This design comes from an exercise in tuning for a short achievable clock period and few clock cycles on the open sky130 flow, not from production work.
Only simulation tests tie the RTL to the original design; equivalence was not proved.

`flow/config.mk`:
```
export PLATFORM = sky130hd
export DESIGN_NAME = mipsLite
export DESIGN_NICKNAME = mipsLite
export VERILOG_FILES = /design/flow/design.v
export SDC_FILE = /design/flow/constraint.sdc
export NUM_CORES = 4
export LEC_CHECK = 0
export CAP_MARGIN = 20
export CORE_MARGIN = 2
export CORE_UTILIZATION = 40
export SLEW_MARGIN = 20
```
`flow/constraint.sdc`:
```
create_clock -name core_clock -period 14.0 [get_ports {clock}]
set_input_delay 2.8000 -clock core_clock [delete_from_list [all_inputs] [get_ports {clock}]]
set_output_delay 2.8000 -clock core_clock [all_outputs]
set_load 0.01 [all_outputs]
```
`flow/design.v`:
```
`timescale 1ns/1ps
`default_nettype none
package mipsPkg;
	typedef enum logic [5:0] {
		OP_SPECIAL = 6'h00,
		OP_REGIMM  = 6'h01,
		OP_J       = 6'h02,
		OP_JAL     = 6'h03,
		OP_BEQ     = 6'h04,
		OP_BNE     = 6'h05,
		OP_BLEZ    = 6'h06,
		OP_BGTZ    = 6'h07,
		OP_ADDI    = 6'h08,
		OP_ADDIU   = 6'h09,
		OP_ANDI    = 6'h0C,
		OP_ORI     = 6'h0D,
		OP_XORI    = 6'h0E,
		OP_LUI     = 6'h0F,
		OP_LW      = 6'h23,
		OP_SW      = 6'h2B
	} opcodeT;
	typedef enum logic [5:0] {
		FN_JR   = 6'h08,
		FN_JALR = 6'h09,
		FN_ADD  = 6'h20,
		FN_ADDU = 6'h21,
		FN_SUB  = 6'h22,
		FN_SUBU = 6'h23,
		FN_AND  = 6'h24,
		FN_OR   = 6'h25,
		FN_XOR  = 6'h26,
		FN_NOR  = 6'h27,
		FN_SLT  = 6'h2A,
		FN_SLTU = 6'h2B
	} functT;
	typedef enum logic [3:0] {
		ALU_PASS, ALU_ADD, ALU_SUB, ALU_AND,
		ALU_OR, ALU_XOR, ALU_NOR, ALU_SLT,
		ALU_SLTU, ALU_LUI, ALU_BEQ, ALU_BNE,
		ALU_BLEZ, ALU_BGTZ, ALU_BLTZ, ALU_BGEZ
	} aluOpT;
endpackage
`default_nettype wire
`timescale 1ns/1ps
`default_nettype none
module decoder (
	input wire logic [32-1:0] instruction,
	output logic regDst,  
	output logic aluSrc,  
	output logic zeroExtend,
	output logic regWrite,
	output logic memRead,
	output logic memWrite,
	output logic memToReg,
	output logic branch,
	output logic jump,
	output logic jumpReg,
	output logic link,
	output mipsPkg::aluOpT aluOp
);
	mipsPkg::opcodeT opcode;
	mipsPkg::functT funct;
	mipsPkg::aluOpT rOp;
	assign opcode = mipsPkg::opcodeT'(instruction[31:26]);
	assign funct = mipsPkg::functT'(instruction[5:0]);
	always_comb begin
		case (funct)
			mipsPkg::FN_ADD, mipsPkg::FN_ADDU: rOp = mipsPkg::ALU_ADD;
			mipsPkg::FN_SUB, mipsPkg::FN_SUBU: rOp = mipsPkg::ALU_SUB;
			mipsPkg::FN_AND: rOp = mipsPkg::ALU_AND;
			mipsPkg::FN_OR: rOp = mipsPkg::ALU_OR;
			mipsPkg::FN_XOR: rOp = mipsPkg::ALU_XOR;
			mipsPkg::FN_NOR: rOp = mipsPkg::ALU_NOR;
			mipsPkg::FN_SLT: rOp = mipsPkg::ALU_SLT;
			mipsPkg::FN_SLTU: rOp = mipsPkg::ALU_SLTU;
			default: rOp = mipsPkg::ALU_PASS;  
		endcase
	end
	always_comb begin
		regDst = 1'b0;
		aluSrc = 1'b0;
		zeroExtend = 1'b0;
		regWrite = 1'b0;
		memRead = 1'b0;
		memWrite = 1'b0;
		memToReg = 1'b0;
		branch = 1'b0;
		jump = 1'b0;
		jumpReg = 1'b0;
		link = 1'b0;
		aluOp = mipsPkg::ALU_PASS;
		case (opcode)
			mipsPkg::OP_SPECIAL: begin
				if (rOp != mipsPkg::ALU_PASS) begin
					aluOp = rOp;
					regDst = 1'b1;
					regWrite = 1'b1;
				end else if (funct == mipsPkg::FN_JR) begin
					jumpReg = 1'b1;
				end else if (funct == mipsPkg::FN_JALR) begin
					jumpReg = 1'b1;
					link = 1'b1;
					regDst = 1'b1;  
					regWrite = 1'b1;
				end
			end
			mipsPkg::OP_REGIMM: begin
				if (instruction[20:16] == 5'd0) begin
					branch = 1'b1;
					aluOp = mipsPkg::ALU_BLTZ;
				end else if (instruction[20:16] == 5'd1) begin
					branch = 1'b1;
					aluOp = mipsPkg::ALU_BGEZ;
				end
			end
			mipsPkg::OP_J: jump = 1'b1;
			mipsPkg::OP_JAL: begin
				jump = 1'b1;
				link = 1'b1;
				regWrite = 1'b1;
			end
			mipsPkg::OP_BEQ, mipsPkg::OP_BNE, mipsPkg::OP_BLEZ, mipsPkg::OP_BGTZ: begin
				branch = 1'b1;
				aluOp = (opcode == mipsPkg::OP_BEQ) ? mipsPkg::ALU_BEQ :
					(opcode == mipsPkg::OP_BNE) ? mipsPkg::ALU_BNE :
					(opcode == mipsPkg::OP_BLEZ) ? mipsPkg::ALU_BLEZ : mipsPkg::ALU_BGTZ;
			end
			mipsPkg::OP_ADDI, mipsPkg::OP_ADDIU, mipsPkg::OP_LUI, mipsPkg::OP_LW: begin
				aluSrc = 1'b1;
				regWrite = 1'b1;
				aluOp = (opcode == mipsPkg::OP_LUI) ? mipsPkg::ALU_LUI : mipsPkg::ALU_ADD;
				memRead = (opcode == mipsPkg::OP_LW);
				memToReg = (opcode == mipsPkg::OP_LW);
			end
			mipsPkg::OP_ANDI, mipsPkg::OP_ORI, mipsPkg::OP_XORI: begin
				aluSrc = 1'b1;
				regWrite = 1'b1;
				zeroExtend = 1'b1;
				aluOp = (opcode == mipsPkg::OP_ANDI) ? mipsPkg::ALU_AND :
					(opcode == mipsPkg::OP_ORI) ? mipsPkg::ALU_OR : mipsPkg::ALU_XOR;
			end
			mipsPkg::OP_SW: begin
				aluSrc = 1'b1;
				memWrite = 1'b1;
				aluOp = mipsPkg::ALU_ADD;
			end
			default: ;  
		endcase
	end
endmodule
`default_nettype wire
`timescale 1ns/1ps
`default_nettype none
module fetchUnit (
	input wire logic clock,
	input wire logic reset,
	input wire logic progWrite,
	input wire logic [$clog2(64)-1:0] progAddress,
	input wire logic [32-1:0] progData,
	input wire logic [32-1:0] rsValue,
	input wire logic takeBranch,
	input wire logic branch,
	input wire logic jump,
	input wire logic jumpReg,
	output logic [32-1:0] instruction,
	output logic [32-1:0] pcPlus4
);
	localparam int imemAddrWidth = $clog2(64);
	logic [32-1:0] pc;
	logic [32-1:0] pcOffset;
	logic [32-1:0] nextPc;
	logic [32-1:0] branchTarget;
	logic [32-1:0] jumpTarget;
	logic [32-1:0] imem [64];
	always_ff @(posedge clock) begin
		if (progWrite)
			imem[progAddress] <= progData;  
	end
	assign pcOffset = pc - 32'h0040_0000;
	assign instruction = imem[pcOffset[imemAddrWidth+1:2]];
	assign pcPlus4 = pc + 32'(4);
	assign branchTarget = pcPlus4 + {{(32-18){instruction[15]}}, instruction[15:0], 2'b00};
	assign jumpTarget = {pcPlus4[32-1:28], instruction[25:0], 2'b00};
	always_comb begin
		if (jumpReg)
			nextPc = rsValue;
		else if (jump)
			nextPc = jumpTarget;
		else if (branch && takeBranch)
			nextPc = branchTarget;
		else
			nextPc = pcPlus4;
	end
	always_ff @(posedge clock) begin
		if (reset)
			pc <= 32'h0040_0000;
		else
			pc <= nextPc;
	end
endmodule
`default_nettype wire
`timescale 1ns/1ps
`default_nettype none
module regFile (
	input wire logic clock,
	input wire logic reset,
	input wire logic [5-1:0] readAddressA,
	input wire logic [5-1:0] readAddressB,
	input wire logic [5-1:0] writeAddress,
	input wire logic [32-1:0] writeData,
	input wire logic writeEnable,
	output logic [32-1:0] readDataA,
	output logic [32-1:0] readDataB
);
	localparam int numRegs = 1 << 5;
	logic [32-1:0] regs [numRegs];
	always_ff @(posedge clock) begin
		if (reset) begin
			for (int i = 0; i < numRegs; i++)
				regs[i] <= '0;
		end else if (writeEnable && writeAddress != '0) begin
			regs[writeAddress] <= writeData;
		end
	end
	assign readDataA = (readAddressA == '0) ? '0 : regs[readAddressA];
	assign readDataB = (readAddressB == '0) ? '0 : regs[readAddressB];
endmodule
`default_nettype wire
`timescale 1ns/1ps
`default_nettype none
module alu (
	input mipsPkg::aluOpT aluOp,
	input wire logic [32-1:0] operandA,
	input wire logic [32-1:0] operandB,
	output logic [32-1:0] result,
	output logic takeBranch
);
	logic aIsZero;
	logic aIsNeg;
	assign aIsZero = (operandA == '0);
	assign aIsNeg = operandA[32-1];
	always_comb begin
		case (aluOp)
			mipsPkg::ALU_ADD: result = operandA + operandB;
			mipsPkg::ALU_SUB: result = operandA - operandB;
			mipsPkg::ALU_AND: result = operandA & operandB;
			mipsPkg::ALU_OR: result = operandA | operandB;
			mipsPkg::ALU_XOR: result = operandA ^ operandB;
			mipsPkg::ALU_NOR: result = ~(operandA | operandB);
			mipsPkg::ALU_SLT: result = 32'($signed(operandA) < $signed(operandB));
			mipsPkg::ALU_SLTU: result = 32'(operandA < operandB);
			mipsPkg::ALU_LUI: result = {operandB[15:0], 16'b0};
			default: result = operandA;  
		endcase
	end
	always_comb begin
		case (aluOp)
			mipsPkg::ALU_BEQ: takeBranch = (operandA == operandB);
			mipsPkg::ALU_BNE: takeBranch = (operandA != operandB);
			mipsPkg::ALU_BLEZ: takeBranch = aIsNeg || aIsZero;
			mipsPkg::ALU_BGTZ: takeBranch = !aIsNeg && !aIsZero;
			mipsPkg::ALU_BLTZ: takeBranch = aIsNeg;
			mipsPkg::ALU_BGEZ: takeBranch = !aIsNeg;
			default: takeBranch = 1'b0;
		endcase
	end
endmodule
`default_nettype wire
`timescale 1ns/1ps
`default_nettype none
module datapath (
	input wire logic clock,
	input wire logic reset,
	input wire logic [32-1:0] instruction,
	input wire logic [32-1:0] pcPlus4,
	input wire logic [32-1:0] loadData,
	input wire logic regDst,
	input wire logic aluSrc,
	input wire logic zeroExtend,
	input wire logic regWrite,
	input wire logic memToReg,
	input wire logic link,
	input mipsPkg::aluOpT aluOp,
	output logic [32-1:0] rsValue,
	output logic takeBranch,
	output logic [32-1:0] memAddress,
	output logic [32-1:0] storeData
);
	logic [32-1:0] rtValue;
	logic [32-1:0] immediate;
	logic [32-1:0] operandB;
	logic [32-1:0] aluResult;
	logic [32-1:0] writeData;
	logic [5-1:0] writeReg;
	assign immediate = zeroExtend ? {{(32-16){1'b0}}, instruction[15:0]}
		: {{(32-16){instruction[15]}}, instruction[15:0]};
	assign operandB = aluSrc ? immediate : rtValue;
	assign writeReg = (link && !regDst) ? 5'd31
		: regDst ? instruction[15:11] : instruction[20:16];
	assign writeData = link ? pcPlus4 : memToReg ? loadData : aluResult;
	regFile registers (
		.clock(clock),
		.reset(reset),
		.readAddressA(instruction[25:21]),
		.readAddressB(instruction[20:16]),
		.writeAddress(writeReg),
		.writeData(writeData),
		.writeEnable(regWrite),
		.readDataA(rsValue),
		.readDataB(rtValue)
	);
	alu aluUnit (
		.aluOp(aluOp),
		.operandA(rsValue),
		.operandB(operandB),
		.result(aluResult),
		.takeBranch(takeBranch)
	);
	assign memAddress = aluResult;
	assign storeData = rtValue;
endmodule
`default_nettype wire
`timescale 1ns/1ps
`default_nettype none
module dataMemory (
	input wire logic clock,
	input wire logic reset,
	input wire logic [32-1:0] address,
	input wire logic [32-1:0] writeData,
	input wire logic memRead,
	input wire logic memWrite,
	output logic [32-1:0] readData,
	output logic [32-1:0] serialData,
	output logic serialWrite
);
	localparam int dmemAddrWidth = $clog2(64);
	logic [32-1:0] ram [64];
	logic [dmemAddrWidth-1:0] wordIndex;
	logic isSerial;
	assign wordIndex = address[dmemAddrWidth+1:2];
	assign isSerial = (address == 32'hFFFF_0000);
	always_ff @(posedge clock) begin
		if (memWrite && !isSerial)
			ram[wordIndex] <= writeData;
		if (memWrite && isSerial)
			serialData <= writeData;  
	end
	always_ff @(posedge clock) begin
		if (reset)
			serialWrite <= 1'b0;
		else
			serialWrite <= memWrite && isSerial;  
	end
	assign readData = memRead ? ram[wordIndex] : '0;
endmodule
`default_nettype wire
`timescale 1ns/1ps
`default_nettype none
module mipsLite (
	input wire logic clock,
	input wire logic reset,
	input wire logic progWrite,
	input wire logic [5:0] progAddress,
	input wire logic [32-1:0] progData,
	output logic [32-1:0] serialData,
	output logic serialWrite
);
	logic [32-1:0] instruction;
	logic [32-1:0] pcPlus4;
	logic [32-1:0] rsValue;
	logic takeBranch;
	logic [32-1:0] memAddress;
	logic [32-1:0] storeData;
	logic [32-1:0] loadData;
	logic regDst;
	logic aluSrc;
	logic zeroExtend;
	logic regWrite;
	logic memRead;
	logic memWrite;
	logic memToReg;
	logic branch;
	logic jump;
	logic jumpReg;
	logic link;
	mipsPkg::aluOpT aluOp;
	fetchUnit fetch (
		.clock(clock),
		.reset(reset),
		.progWrite(progWrite),
		.progAddress(progAddress),
		.progData(progData),
		.rsValue(rsValue),
		.takeBranch(takeBranch),
		.branch(branch),
		.jump(jump),
		.jumpReg(jumpReg),
		.instruction(instruction),
		.pcPlus4(pcPlus4)
	);
	decoder decode (
		.instruction(instruction),
		.regDst(regDst),
		.aluSrc(aluSrc),
		.zeroExtend(zeroExtend),
		.regWrite(regWrite),
		.memRead(memRead),
		.memWrite(memWrite),
		.memToReg(memToReg),
		.branch(branch),
		.jump(jump),
		.jumpReg(jumpReg),
		.link(link),
		.aluOp(aluOp)
	);
	datapath dp (
		.clock(clock),
		.reset(reset),
		.instruction(instruction),
		.pcPlus4(pcPlus4),
		.loadData(loadData),
		.regDst(regDst),
		.aluSrc(aluSrc),
		.zeroExtend(zeroExtend),
		.regWrite(regWrite),
		.memToReg(memToReg),
		.link(link),
		.aluOp(aluOp),
		.rsValue(rsValue),
		.takeBranch(takeBranch),
		.memAddress(memAddress),
		.storeData(storeData)
	);
	dataMemory dmem (
		.clock(clock),
		.reset(reset),
		.address(memAddress),
		.writeData(storeData),
		.memRead(memRead),
		.memWrite(memWrite),
		.readData(loadData),
		.serialData(serialData),
		.serialWrite(serialWrite)
	);
endmodule
`default_nettype wire
```
`flow/run.sh`:
```
#!/bin/bash
# synth_recipe.tcl (not shown) runs the flow's synth.tcl, then flattens the netlist and writes it again
# the make line also repeats each setting of config.mk as NAME=value (left out here)
make -C /OpenROAD-flow-scripts/flow DESIGN_CONFIG=/design/flow/config.mk WORK_HOME=/design/flow/orfs CLKGATE_MAP_FILE= SYNTH_SCRIPT=/design/flow/synth_recipe.tcl finish
```
==> results of run 1 <==
final timing paths:
kind	startpoint	endpoint	slack (ps)	cells after the start
max	fetch.pc[3]	dp.registers.regs[23][16]	1530	34
min	fetch.pc[0]	fetch.pc[0]	500	2
max reg2reg	fetch.pc[3]	dp.registers.regs[23][16]	1530	34
min reg2reg	fetch.pc[0]	fetch.pc[0]	500	2
through the flow:
step	instances	util, %	instance area, um2
after floorplan	14902	-	226000
after global placement	21926	42.0	237000
after CTS	22898	45.0	254000
final	22917	45.0	254000
after global routing	22904	45.0	254000
after detailed placement	21930	42.0	237000
cells in the mapped netlist (42+ instances only):
library cell,count,area (um2)
edfxtp_1,5152,155000
nand2_1,1858,6970
nor2_1,1092,4100
mux4_2,806,18200
mux2i_1,800,8010
nand3_1,663,3320
buf_2,410,2050
a21oi_1,408,2040
a211oi_1,402,3020
clkbuf_1,366,1370
nor2b_1,259,1620
a31oi_1,199,1240
nor3_1,172,861
buf_4,164,1230
o21ai_0,150,751
ha_1,135,1690
inv_1,132,495
a32oi_1,122,1070
mux2_2,106,1190
and2_1,89,557
a22oi_1,84,631
buf_6,81,912
and3_1,80,500
o211ai_1,79,593
nor4_1,68,425
xnor2_1,62,543
a32o_1,58,581
a211o_1,57,499
buf_1,56,210
o22ai_1,56,350
nand2b_1,54,338
a221oi_1,45,394
nand4_1,42,263
metal layers:
metal | part of all wire [%] | wire length, um | GRT usage, % | vias to the layer above
met1 | 39 | 298000 | 36.0 | 73211
li1 | - | - | - | 57924
met3 | 11 | 81600 | 5.08 | 1578
met2 | 45 | 345000 | 40.3 | 8347
met5 | 0.019 | 141 | 0 | -
met4 | 4.5 | 34200 | 10.1 | 24
sequential cells by signal, summed over array words and instances, names as in the netlist:
name	flops
dp.registers.regs	1024
dmem.serialWrite	1
fetch.pc	32
dmem.serialData	32
fetch.imem	2048
dmem.ram	2048
worst min-delay path, cell delays in order, from the launching register on:
cell	delay (ps)
dfxtp_1	320
nand3b_1	80
a21oi_1	60
area by class of cell:
type | instances | share of cell area, %
timing repair buffer | 621 | 2.16
tap | 7506 | 3.70
antenna | 17 | 0.0168
inverter | 136 | 0.203
clock buffer | 676 | 5.70
sequential | 5185 | 61.2
multi-input combinational | 8484 | 26.0
clock inverter | 292 | 0.993
cells in the final DEF, fill, tap and decap left out, types with 128 or more instances in the layout:
cell type,count
o21ai_0,150
nor2b_1,259
buf_4,500
mux2i_1,800
clkbuf_16,560
clkinv_1,128
nor2_4,151
a21oi_1,407
nor2_1,935
mux4_2,804
nor3_1,163
nand3_1,663
edfxtp_1,5152
ha_1,135
nand2_1,1821
a211oi_1,401
a31oi_1,197
cell families after synthesis:
family	Yosys count	synth area share (%)
DFF	5185	68.7
and+or+nand+nor	4544	8.97
AOI/OAI and AO/OA	1968	6.14
muxes	1716	12.1
buffers and inverters	1233	2.91
adders and majority gates	138	0.774
xor gates and xnor gates	86	0.333
other	1	0.00166
==> impl_results.md, run 1 <==
- Status: no timing/DRC/antenna violations
- Reg area: 155,000 um2
- 1st-pass router iterations: 6
- Die area: 571,000 um2
- CP Capture Type: flop
- Drt via density: 6.16
- Grt ovf: 0
- Delay-heaviest family, CP: compound AO/OA/AOI/OAI gates
- CP Buf/Inv Count: 8
- Main synth FF type: edfxtp_1
- EDFF count, synth: 5,152
- Total negative slack: 0 ps
- Crit path kind: reg2reg
- First-pass GRT wire length: 1,060,000 um
- WP data arrival: 13,260 ps
- Max Root-Sink Buffers: 4
- Filler cell count: 48,978
- Max-Cap Viols: 0
- Initial Util: 40.1%
- Final setup skew: 128 ps
- Slew of the pin with the lowest slew margin: 1320 ps
- Wire per inst: 33.1 um
- Number of antenna violations at the first check in global routing: 49
- RSZ-0062 raised after global routing: no
- Nets: 15,153
- HP Class: reg2reg
- # Post-CTS Setup Buffers: 0
- Skew-Pair Late Insertion Delay: 1120 ps
- Yosys Warn Count: 5
- # port buffers: 73
- Setup WS pre-CTS: 1820 ps
- Setup violators final: 0
- P&R area growth vs syn: 12.3%
- Hpwl dp: 430,000 um
- Tmin final: 12,470 ps
- Area of the mapped netlist: 226,000 um2
- CTS resizes: 0
- Seq/Total Area, Yosys: 68.7%
- Hold-fix buffers, CTS: 0
- Fmax: 0.0802 GHz
- Clock root cell: clkbuf_16
- Pin count of the biggest net entering global routing: 147
- Gpl congestion: 0.975
- Die Width: 756 um
- Worst slew margin: 11.3%
- Worst-path maximum fanout: 62
- Hold WS: 500 ps
- CP required: 14,790 ps
- GRT Total Usage: 25.9%
- Post-detailed-route count of antenna-violating nets: 0
- CTS tree: built
- Share of post-route cells with drive strength above 1: 17.3%
- Final wirelength: 760,000 um
- Cell mode on critical path: buf_4
- Gate Count Post-Synth: 14,871
- Critical path launch point type: flop
- Clock transition at path regs: 60 ps
- CTS sink count: 5,185
- Final worst slack: 1530 ps
- Row Count: 276
- Final Slew Violations: 0
- Post-Syn Area per Cell: 15.2 um2
- CORE AREA: 564,000 um2
- Number of DRC markers in iteration 0: 20,899
- Hold Vio Cnt, Final: 0
- Residual DRC: 0
- Overall via count from detail_route: 141,084
- H-tree levels: 6
- Async SR Flop Fraction: 0%
- Cell with the largest stage delay on the worst path: dfxtp_4
- Number of global-route vias before repair: 135,542
- Multi-input gate area: 66,000 um2
- Fin crit share: 89.1%
- TritonCTS Buffers: 546
- Yosys reg bits: 5,185
- Library cells used by synthesis: 116
- CP max stage delay: 1020 ps
- Die Y: 756 um
- I/O pin total: 74
Testbench counts, summed over its fixed seeds: cycles 21,003.
==> inputs of run 2 (changes only) <==
--- a/flow/config.mk
+++ b/flow/config.mk
@@ -8,4 +8,6 @@
 export CAP_MARGIN = 20
 export CORE_MARGIN = 2
 export CORE_UTILIZATION = 40
+export SETUP_SLACK_MARGIN = 4
 export SLEW_MARGIN = 20
+export TNS_END_PERCENT = 5
==> run 2 against run 1 <==
  * Sequential share of layout area fell by 0.68 points
  * Clock skew fell by 9.5 ps
  * Global-route usage is 0.51 points higher
  * Fmax is 22% higher
  * Wire length up 2.4%
  * Via count rose by 1.4%
  * Synthesized cell count unchanged
  * Area after synthesis stayed put
  * Critical endpoint is now dp.registers.regs[18][30]
==> impl_results.md, run 2 <==
- CP required: 14,950 ps (+160 ps)
- Hold Path End: fetch.pc[0]
- Residual DRC: 0 (unchanged)
- Share of post-route cells with drive strength above 1: 18.5% (+1.3 points)
- Total negative slack: 0 ps (unchanged)
- RR Startpoint: fetch.pc[3]
- Post-detailed-route count of antenna-violating nets: 0 (unchanged)
- 1st-pass router iterations: 6 (unchanged)
- Skew-Pair Late Insertion Delay: 1120 ps (about the same)
- Fin crit share: 73.2% (-16 points)
- TritonCTS Buffers: 551 (+0.92%)
- Pin count of the biggest net entering global routing: 146 (-0.68%)
- H-tree levels: 6 (unchanged)
- Seq/Total Area, Yosys: 68.7% (unchanged)
- EDFF count, synth: 5,152 (unchanged)
- First-pass GRT wire length: 1,070,000 um (+1.6%)
- GRT Total Usage: 26.4% (+0.51 points)
- Tmin final: 10,240 ps (-2230 ps)
- HP Class: reg2reg
- CTS tree: built
- CTS sink count: 5,185 (unchanged)
- Crit path kind: reg2reg
- Setup violators final: 0 (unchanged)
- RSZ-0062 raised after global routing: yes
- Multi-input gate area: 66,700 um2 (+1.1%)
- Filler cell count: 48,580 (-0.81%)
- Hold Vio Cnt, Final: 0 (unchanged)
- Final Slew Violations: 0 (unchanged)
- Final setup skew: 119 ps (-9.48 ps)
- Nets: 15,270 (+0.77%)
- Fmax: 0.0976 GHz (+22%)
- Main area contributors after synthesis: edfxtp_1 (68%), mux4_2 (8.0%), mux2i_1 (3.5%)
- Hold-fix buffers, CTS: 0 (unchanged)
- Setup WS pre-CTS: 1790 ps (-35.4 ps)
- Status: no timing/DRC/antenna violations
- Most frequent cell after synthesis: edfxtp_1
- Clock transition at path regs: 60 ps (about the same)
- Commonest non-fill, non-tap cell in the layout: edfxtp_1
- Post-Syn Area per Cell: 15.2 um2 (unchanged)
- Clock root cell: clkbuf_16
- Worst slew margin: 10.3% (-1.0 points)
- Row Count: 276 (unchanged)
- Biggest area consumer among synthesized cells: edfxtp_1
- Wire per inst: 33.8 um (+1.8%)
- Most frequent cells in the layout: edfxtp_1 (5,152), nand2_1 (1,819), nor2_1 (934)
- Overall via count from detail_route: 143,117 (+1.4%)
- Library cells used by synthesis: 116 (unchanged)
- Cell with the largest stage delay on the worst path: or4b_2
- Main synth FF type: edfxtp_1
- Die area: 571,000 um2 (unchanged)
- Max-Cap Viols: 0 (unchanged)
- P&R area growth vs syn: 13.5%
- Hold_sp: fetch.pc[0]
- Yosys reg bits: 5,185 (unchanged)
- Top post-synthesis cells by count: edfxtp_1 (5,152), nand2_1 (1,858), nor2_1 (1,092)
- Yosys top cell area share: 68.5% (unchanged)
- Biggest regs: dmem.ram x2048, fetch.imem x2048, dp.registers.regs x1024
- FF-to-FF path depth: 33 (-2.9%)
- WP data arrival: 11,190 ps (-2070 ps)
- Final worst slack: 3760 ps (+2230 ps)
- Number of DRC markers in iteration 0: 22,702 (+8.6%)
- CORE AREA: 564,000 um2 (unchanged)
- Hold Path Depth: 2 (unchanged)
- Final wirelength: 778,000 um (+2.4%)
- Drt via density: 6.21 (+0.83%)
- I/O pin total: 74 (unchanged)
- Gpl congestion: 0.948 (-2.8%)
- Critical path launch point type: flop
- Die Width: 756 um (unchanged)
- Worst-path maximum fanout: 31 (-50%)
- Slew of the pin with the lowest slew margin: 1340 ps (+23.2 ps)
- Async SR Flop Fraction: 0% (unchanged)
- Number of global-route vias before repair: 136,536 (+0.73%)
- # port buffers: 73 (unchanged)
- Worst R2R End: dp.registers.regs[18][30]
- Area of the mapped netlist: 226,000 um2 (unchanged)
- Reg area: 155,000 um2 (unchanged)
- Yosys Warn Count: 5 (unchanged)
- Reg-to-reg slack, setup: 3760 ps (+2230 ps)
- Die Y: 756 um (unchanged)
- Initial Util: 40.1% (unchanged)
- Cell mode on critical path: buf_4
- Max Root-Sink Buffers: 4 (unchanged)
- Hpwl dp: 435,000 um (+1.1%)
- CP Capture Type: flop
- Gate Count Post-Synth: 14,871 (unchanged)
- Grt ovf: 0 (unchanged)
- CP max stage delay: 810 ps (-210 ps)
- Number of antenna violations at the first check in global routing: 49 (unchanged)
[run 2: cell types whose count changed in the layout (fill, tap and decap cells not counted), moves of 8 or more]
cell       delta
clkbuf_1     +11
a211oi_1      -8
a32o_1       -12
a21oi_1      -21
buf_16       +17
buf_6        +38
buf_12       +10
buf_8        +11
a32o_2       +10
clkbuf_16    +17
a21oi_2      +15
clkinv_2     -10
buf_4        +20
[run 2: kinds of logic after synthesis]
group / share of synthesized area, %
DFF: 68.7
and+or+nand+nor: 8.97
AOI/OAI and AO/OA: 6.14
muxes: 12.1
buffers and inverters: 2.91
adders and majority gates: 0.774
xor gates and xnor gates: 0.333
other: 0.00166
[run 2: critical path: cells and delay by family (launching register included)]
| family | cells | cell delay (ps) |
|---|---|---|
| simple gates | 12 | 4130 |
| buf+inv | 6 | 1530 |
| xor+xnor | 1 | 190 |
| fa+ha+maj | 1 | 280 |
| compound gates | 9 | 1960 |
| mux | 4 | 1530 |
| flops | 1 | 430 |
[run 2: how the worst max path moves through the flow]
stage	startpoint	end	slack, ps	cells after the start
CTS	fetch.pc[3]	dmem.ram[26][17]	3790	29
detailed placement	fetch.pc[3]	dmem.serialData[28]	1790	32
floorplan	fetch.pc[2]	dmem.ram[0][0]	4000	43
finish	fetch.pc[3]	dp.registers.regs[18][30]	3760	33
global route	fetch.pc[2]	dp.registers.regs[1][16]	3720	32
global placement	fetch.pc[3]	dmem.serialData[28]	1770	32
[run 2: cell type report]
| type | instances | share of cell area (%) |
|---|---|---|
| multi-input cells | 8487 | 26.0 |
| inverters | 136 | 0.203 |
| clock inverters | 295 | 0.994 |
| clock buffers | 695 | 5.73 |
| well taps | 7506 | 3.66 |
| diodes | 21 | 0.0205 |
| flip-flops and latches | 5185 | 60.6 |
| repair buffers | 730 | 2.85 |
[run 2: per-layer routing]
| layer | part of all wire (%) | vias up | GRT usage (%) | wire (um) |
|---|---|---|---|---|
| met1 | 39 | 74030 | 36.9 | 302000 |
| met5 | 0.018 | - | 0 | 143 |
| li1 | - | 58190 | - | - |
| met3 | 12 | 1697 | 5.64 | 90400 |
| met2 | 45 | 9180 | 40.3 | 347000 |
| met4 | 4.9 | 20 | 10.6 | 38300 |
[run 2: stage by stage]
stage | instance area, um2 | util, % | hold slack (ps) | std cells
global placement | 237000 | 42.0 | 483 | 21952
detailed placement | 237000 | 42.0 | 494 | 21954
CTS | 256000 | 45.3 | 507 | 23010
finish | 257000 | 45.5 | 502 | 23055
floorplan | 226000 | - | 473 | 14902
global route | 257000 | 45.5 | 538 | 23039
[run 2: timing repair]
item,CTS,global route
gates resized for setup,132,117
cloned,11,8
setup endpoints to repair,3090,1832
setup buffers,55,15
pin swaps,17,10

[afterwards: timing with drivers on the ports]
Ports are ideal in the flow. The routed layouts listed here were re-timed in OpenROAD.
Step 1, drivers: a clkbuf_16 drives clock and a buf_2 each remaining input, both assumed.
Step 2, shift: input delay + t, output delay - t, t = (earliest + latest rising clock arrival at the registers) / 2. This alone moves slack from input paths to output paths.
Three values: no drivers, after step 1, after step 2; two values: the first two.
run | t, ns | slack for setup (ns) | hold WS [ns] | worst setup path after step 2
run 1 | 1.183 | 1.527 / 1.527 / 1.527 | 0.500 / 0.500 / 0.500 | register to register
run 2 | 1.191 | 3.758 / 3.758 / 3.758 | 0.502 / 0.502 / 0.502 | register to register
After both steps setup and hold are still met in every run listed.
